Background: an optimization exercise with open tools, aiming at small area, a short achievable clock period and few clock cycles per item. Do not read the settings as production practice.
RTL that was checked went through simulation tests only; none was proved equivalent to the original.

## v6
==> flow/design.v <==
module stack_mem_responder #(
  parameter int unsigned             WIDTH     = 32,
  parameter int unsigned             DEPTH     = 64,
  parameter int unsigned             AW        = 6,
  parameter logic [WIDTH-1:0]        STACK_TOP = 32'd64
) (
  input  logic             clk,
  input  logic             rst,
  input  logic             req_valid,
  output logic             req_ready,
  input  logic [2:0]       req_op,
  input  logic [WIDTH-1:0] req_addr,
  input  logic [WIDTH-1:0] req_wdata,
  output logic             resp_valid,
  input  logic             resp_ready,
  output logic [WIDTH-1:0] resp_rdata,
  output logic             resp_is_ret,
  output logic [1:0]       resp_err,
  output logic [AW:0]      occupancy
);
  localparam logic [2:0]       OP_PUSH = 3'b001;
  localparam logic [2:0]       OP_POP  = 3'b010;
  localparam logic [2:0]       OP_CALL = 3'b011;
  localparam logic [2:0]       OP_RET  = 3'b100;
  localparam logic [WIDTH-1:0] BASE    = STACK_TOP - WIDTH'(DEPTH);
  localparam logic [AW:0]      FULL    = (AW+1)'(DEPTH);
  localparam int unsigned      LW      = AW / 2;        
  localparam int unsigned      HW      = AW - LW;       
  localparam int unsigned      NL      = 1 << LW;
  localparam int unsigned      NH      = 1 << HW;
  localparam int unsigned      NG      = DEPTH / 3;     
  localparam int unsigned      NP      = 4;             
  localparam int unsigned      GPP     = (NG + NP - 1) / NP;   
  localparam int unsigned      RW      = WIDTH + AW + 4;       
  logic             accept;
  logic [WIDTH-1:0] offset;
  logic [AW-1:0]    idx;
  logic             in_range, is_wr, is_rd, is_ret, wr_ok, rd_ok;
  logic [1:0]       err_n;
  logic [AW:0]      occ_q, occ_n;
  logic             full_q, empty_q, full_n, empty_n;
  assign accept   = req_valid && req_ready;
  assign offset   = req_addr - BASE;
  assign idx      = offset[AW-1:0];
  assign in_range = (offset < WIDTH'(DEPTH));
  assign is_wr    = (req_op == OP_PUSH) || (req_op == OP_CALL);
  assign is_rd    = (req_op == OP_POP)  || (req_op == OP_RET);
  assign is_ret   = (req_op == OP_RET);
  always_comb begin
    if (!(is_wr || is_rd) || !in_range) err_n = 2'b11;
    else if (is_wr && full_q)           err_n = 2'b01;
    else if (is_rd && empty_q)          err_n = 2'b10;
    else                                err_n = 2'b00;
  end
  assign wr_ok = in_range && is_wr && !full_q;
  assign rd_ok = in_range && is_rd && !empty_q;
  always_comb begin
    occ_n   = occ_q;
    full_n  = full_q;
    empty_n = empty_q;
    if (accept && wr_ok) begin
      occ_n   = occ_q + 1'b1;
      full_n  = (occ_q == FULL - 1'b1);
      empty_n = 1'b0;
    end else if (accept && rd_ok) begin
      occ_n   = occ_q - 1'b1;
      full_n  = 1'b0;
      empty_n = (occ_q == (AW+1)'(1));
    end
  end
  logic [NL-1:0] lsel_n;
  logic [NH-1:0] hsel_n;
  always_comb begin
    lsel_n = '0;
    hsel_n = '0;
    lsel_n[idx[LW-1:0]]  = 1'b1;
    hsel_n[idx[AW-1:LW]] = 1'b1;
  end
  logic             v1_q, rd1_q, wr1_q, ret1_q;
  logic [1:0]       err1_q;
  logic [NL-1:0]    lsel1_q;            
  logic [NH-1:0]    hsel1_q;
  logic [DEPTH-1:0] rrow;               
  always_comb begin
    for (int k = 0; k < DEPTH; k++) rrow[k] = hsel1_q[k / NL] && lsel1_q[k % NL];
  end
  logic [WIDTH-1:0] wdata1_q;
  logic [DEPTH-1:0][WIDTH-1:0] mem_q, mem_d;
  logic [DEPTH-1:0] we_row, keep_row;
  assign we_row   = rrow & {DEPTH{wr1_q}};
  assign keep_row = ~we_row;
  for (genvar k = 0; k < DEPTH; k++) begin : g_word
    for (genvar b = 0; b < WIDTH; b++) begin : g_bit
      stack_wbit u_w (
        .q(mem_q[k][b]), .keep(keep_row[k]), .we(we_row[k]),
        .d(wdata1_q[b]), .y(mem_d[k][b])
      );
    end
  end
  always_ff @(posedge clk) mem_q <= mem_d;
  logic [NG-1:0][WIDTH-1:0] grp_n;              
  logic [NP-1:0][WIDTH-1:0] part_n;
  for (genvar g = 0; g < NG; g++) begin : g_grp
    for (genvar b = 0; b < WIDTH; b++) begin : g_bit
      stack_rd3 u_r (
        .s0(rrow[3*g]),   .d0(mem_q[3*g][b]),
        .s1(rrow[3*g+1]), .d1(mem_q[3*g+1][b]),
        .s2(rrow[3*g+2]), .d2(mem_q[3*g+2][b]),
        .y_n(grp_n[g][b])
      );
    end
  end
  always_comb begin
    part_n = '0;
    for (int g = 0; g < NG; g++) part_n[g / GPP] = part_n[g / GPP] | ~grp_n[g];
    for (int k = 3 * NG; k < DEPTH; k++)
      if (rrow[k]) part_n[NP-1] = part_n[NP-1] | mem_q[k];
  end
  logic                     v2_q, rd2_q, ret2_q;
  logic [1:0]               err2_q;
  logic [AW:0]              occ2_q;
  logic [NP-1:0][WIDTH-1:0] part_q;
  logic [WIDTH-1:0]         s2_rdata;
  always_comb begin
    s2_rdata = '0;
    for (int p = 0; p < NP; p++) s2_rdata = s2_rdata | part_q[p];
    if (!rd2_q) s2_rdata = '0;
  end
  logic          out_v_q, busy_q;
  logic [1:0]    sk_n_q, sk_n_n;        
  logic [RW-1:0] s2_resp, sk0_q, sk1_q, out_q;
  logic [RW-1:0] sk0_d, sk1_d, out_d;
  logic          out_load, s1_move, s1_hold, v1_n, v2_n, out_v_n;
  assign s2_resp  = {s2_rdata, err2_q, ret2_q, occ2_q};
  assign out_load = !out_v_q || resp_ready;
  logic out_from_s2, out_from_sk0, out_keep;
  assign out_from_s2  = out_load && (sk_n_q == 2'd0);
  assign out_from_sk0 = out_load && (sk_n_q != 2'd0);
  assign out_keep     = !out_load;
  assign out_d = ({RW{out_from_s2}}  & s2_resp)
               | ({RW{out_from_sk0}} & sk0_q)
               | ({RW{out_keep}}     & out_q);
  always_comb begin
    out_v_n = out_v_q;
    sk0_d   = sk0_q;
    sk1_d   = sk1_q;
    sk_n_n  = sk_n_q;
    if (out_load) begin
      out_v_n = (sk_n_q != 2'd0) || v2_q;
      case (sk_n_q)
        2'd0: ;
        2'd1: begin
          sk0_d  = s2_resp;
          sk_n_n = v2_q ? 2'd1 : 2'd0;
        end
        default: begin
          sk0_d  = sk1_q;
          sk1_d  = s2_resp;
          sk_n_n = v2_q ? 2'd2 : 2'd1;
        end
      endcase
    end else if (v2_q) begin
      if (sk_n_q == 2'd0) sk0_d = s2_resp;
      else                sk1_d = s2_resp;
      sk_n_n = sk_n_q + 2'd1;
    end
  end
  assign s1_move = v1_q && (sk_n_n != 2'd2);
  assign s1_hold = v1_q && !s1_move;
  assign v2_n    = s1_move;
  assign v1_n    = s1_hold || accept;
  always_ff @(posedge clk or negedge rst) begin
    if (!rst) begin
      occ_q   <= '0;
      full_q  <= 1'b0;
      empty_q <= 1'b1;
      v1_q    <= 1'b0;
      v2_q    <= 1'b0;
      out_v_q <= 1'b0;
      sk_n_q  <= 2'd0;
      wr1_q   <= 1'b0;
      busy_q  <= 1'b0;
    end else begin
      occ_q   <= occ_n;
      full_q  <= full_n;
      empty_q <= empty_n;
      v1_q    <= v1_n;
      v2_q    <= v2_n;
      out_v_q <= out_v_n;
      sk_n_q  <= sk_n_n;
      wr1_q   <= accept && wr_ok;
      busy_q  <= v1_n && ((sk_n_n == 2'd2) || ((sk_n_n == 2'd1) && v2_n));
    end
  end
  always_ff @(posedge clk) begin
    if (!s1_hold) begin
      lsel1_q <= lsel_n;
      hsel1_q <= hsel_n;
      rd1_q  <= accept && rd_ok;
      ret1_q <= is_ret;
      err1_q <= err_n;
    end
    wdata1_q <= req_wdata;
    part_q <= part_n;
    rd2_q  <= rd1_q;
    ret2_q <= ret1_q;
    err2_q <= err1_q;
    occ2_q <= occ_q;
    sk0_q  <= sk0_d;
    sk1_q  <= sk1_d;
    out_q  <= out_d;
  end
  assign req_ready = !busy_q;
  assign resp_valid = out_v_q;
  assign {resp_rdata, resp_err, resp_is_ret, occupancy} = out_q;
endmodule
module stack_wbit (
  input  logic q,
  input  logic keep,
  input  logic we,
  input  logic d,
  output logic y
);
  assign y = (q & keep) | (d & we);
endmodule
module stack_rd3 (
  input  logic s0, d0,
  input  logic s1, d1,
  input  logic s2, d2,
  output logic y_n
);
  assign y_n = ~((s0 & d0) | (s1 & d1) | (s2 & d2));
endmodule
Settings: LEC_CHECK=0, CAP_MARGIN=20, CORE_MARGIN=2, CORE_UTILIZATION=50, CTS_CLUSTER_DIAMETER=80, CTS_CLUSTER_SIZE=20, SETUP_SLACK_MARGIN=3.5, SLEW_MARGIN=20, SYNTH_HIERARCHICAL=1, SYNTH_MINIMUM_KEEP_SIZE=0; clock period 6.0 ns.
standard.sh (not shown) runs the stock make flow with config.mk's settings and CLKGATE_MAP_FILE= SYNTH_SCRIPT=/design/flow/synth_recipe.tcl, a recipe that flattens the netlist after the stock synthesis.
==> flow/flow/run.sh <==
#!/bin/bash
set -o pipefail
cp standard.sh standard_sh.txt 2>/dev/null
export BUFFER_PORTS_ARGS="-buffer_cell sky130_fd_sc_hd__buf_4"
bash standard.sh > standard.log 2>&1
Setup changes, v6 to v7
-- flow/design.v --
<<< v6, line 25
  localparam logic [WIDTH-1:0] BASE    = STACK_TOP - WIDTH'(DEPTH);
  localparam logic [AW:0]      FULL    = (AW+1)'(DEPTH);
  localparam int unsigned      LW      = AW / 2;        
  localparam int unsigned      HW      = AW - LW;       
  localparam int unsigned      NL      = 1 << LW;
  localparam int unsigned      NH      = 1 << HW;
  localparam int unsigned      NG      = DEPTH / 3;     
  localparam int unsigned      NP      = 4;             
>>> v7, line 25
  localparam logic [WIDTH-1:0] BASE    = STACK_TOP - WIDTH'(DEPTH);
  localparam logic [AW:0]      FULL    = (AW+1)'(DEPTH);
  localparam int unsigned      NG      = DEPTH / 3;     
  localparam int unsigned      NP      = 4;             
<<< v6, line 69
    end
  end
  logic [NL-1:0] lsel_n;
  logic [NH-1:0] hsel_n;
  always_comb begin
    lsel_n = '0;
    hsel_n = '0;
    lsel_n[idx[LW-1:0]]  = 1'b1;
    hsel_n[idx[AW-1:LW]] = 1'b1;
  end
  logic             v1_q, rd1_q, wr1_q, ret1_q;
  logic [1:0]       err1_q;
  logic [NL-1:0]    lsel1_q;            
  logic [NH-1:0]    hsel1_q;
  logic [DEPTH-1:0] rrow;               
  always_comb begin
    for (int k = 0; k < DEPTH; k++) rrow[k] = hsel1_q[k / NL] && lsel1_q[k % NL];
  end
  logic [WIDTH-1:0] wdata1_q;
  logic [DEPTH-1:0][WIDTH-1:0] mem_q, mem_d;
  logic [DEPTH-1:0] we_row, keep_row;
  assign we_row   = rrow & {DEPTH{wr1_q}};
  assign keep_row = ~we_row;
  for (genvar k = 0; k < DEPTH; k++) begin : g_word
>>> v7, line 65
    end
  end
  logic [DEPTH-1:0] row;
  always_comb begin
    row = '0;
    row[idx] = 1'b1;
  end
  logic             v1_q, rd1_q, wr1_q, ret1_q;
  logic [1:0]       err1_q;
  logic [DEPTH-1:0] rrow_q;             
  logic [WIDTH-1:0] wdata1_q;
  logic [DEPTH-1:0][WIDTH-1:0] mem_q, mem_d;
  logic [DEPTH-1:0] we_row, keep_row;
  assign we_row   = rrow_q & {DEPTH{wr1_q}};
  assign keep_row = ~we_row;
  for (genvar k = 0; k < DEPTH; k++) begin : g_word
<<< v6, line 104
    for (genvar b = 0; b < WIDTH; b++) begin : g_bit
      stack_rd3 u_r (
        .s0(rrow[3*g]),   .d0(mem_q[3*g][b]),
        .s1(rrow[3*g+1]), .d1(mem_q[3*g+1][b]),
        .s2(rrow[3*g+2]), .d2(mem_q[3*g+2][b]),
        .y_n(grp_n[g][b])
      );
>>> v7, line 92
    for (genvar b = 0; b < WIDTH; b++) begin : g_bit
      stack_rd3 u_r (
        .s0(rrow_q[3*g]),   .d0(mem_q[3*g][b]),
        .s1(rrow_q[3*g+1]), .d1(mem_q[3*g+1][b]),
        .s2(rrow_q[3*g+2]), .d2(mem_q[3*g+2][b]),
        .y_n(grp_n[g][b])
      );
<<< v6, line 115
    for (int g = 0; g < NG; g++) part_n[g / GPP] = part_n[g / GPP] | ~grp_n[g];
    for (int k = 3 * NG; k < DEPTH; k++)
      if (rrow[k]) part_n[NP-1] = part_n[NP-1] | mem_q[k];
  end
  logic                     v2_q, rd2_q, ret2_q;
>>> v7, line 103
    for (int g = 0; g < NG; g++) part_n[g / GPP] = part_n[g / GPP] | ~grp_n[g];
    for (int k = 3 * NG; k < DEPTH; k++)
      if (rrow_q[k]) part_n[NP-1] = part_n[NP-1] | mem_q[k];
  end
  logic                     v2_q, rd2_q, ret2_q;
<<< v6, line 195
  always_ff @(posedge clk) begin
    if (!s1_hold) begin
      lsel1_q <= lsel_n;
      hsel1_q <= hsel_n;
      rd1_q  <= accept && rd_ok;
      ret1_q <= is_ret;
>>> v7, line 183
  always_ff @(posedge clk) begin
    if (!s1_hold) begin
      rrow_q <= row;
      rd1_q  <= accept && rd_ok;
      ret1_q <= is_ret;
Notes after the runs:
Summary — sequential share of layout area, v7 relative to v6: higher, by 0.68 points.
Higher fraction of the cycle the final worst path needs among v6 and v7: v6
Max post-placement setup slack across v6 and v7: v6
Diff v6 and v7: required time reported for the critical path endpoint lower in v7
Async set-reset flop share out of synthesis essentially unchanged between v6 and v7.
Between v6 and v7, count of placed standard cells in the final layout, fillers left out is lower for v6, v7 comes in above that.
In v7 the depth of the worst register-to-register path turned out 3 lower than in v6.
On placed wire-length estimate, v6 and v7 are basically level.
For the tap cell instance count, v7 came in 14 higher than v6 did.
Mux cell area share after synthesis essentially unchanged between v6 and v7.
Met3 track demand over resource, v6 and v7: lower on v6
Testbench counts of v7, summed over its fixed seeds: cycles 12,024, items 12,000.
For v6, only the layout was checked, not whether the RTL still works.

re-timing with driven ports:
No port has a modelled driver above. Below, the same layouts with a new extraction and two added sets of constraints. Step 1: set_driving_cell puts a clkbuf_16 on clk and a buf_2 on each other input, an assumption about the parent block. Step 2 moves the port delays by t, midway between the first and last clock arrival at a register: inputs arrive t later, outputs are due t later. That takes back most of the time a late clock gives input paths. Three values: ideal ports, drivers, drivers and shift; two values: the first two.
run | shift t [ns] | slack for setup (ns) | worst setup path after step 2
v6 | 0.865 | 3.335 / 3.335 / 2.932 | input to register
v7 | 0.879 | 3.407 / 3.373 / 2.823 | input to register
After both steps every run listed still meets setup and hold. The setup slack of v7, which loses most, moves by -0.034 ns with the drivers and by -0.584 ns with both steps.
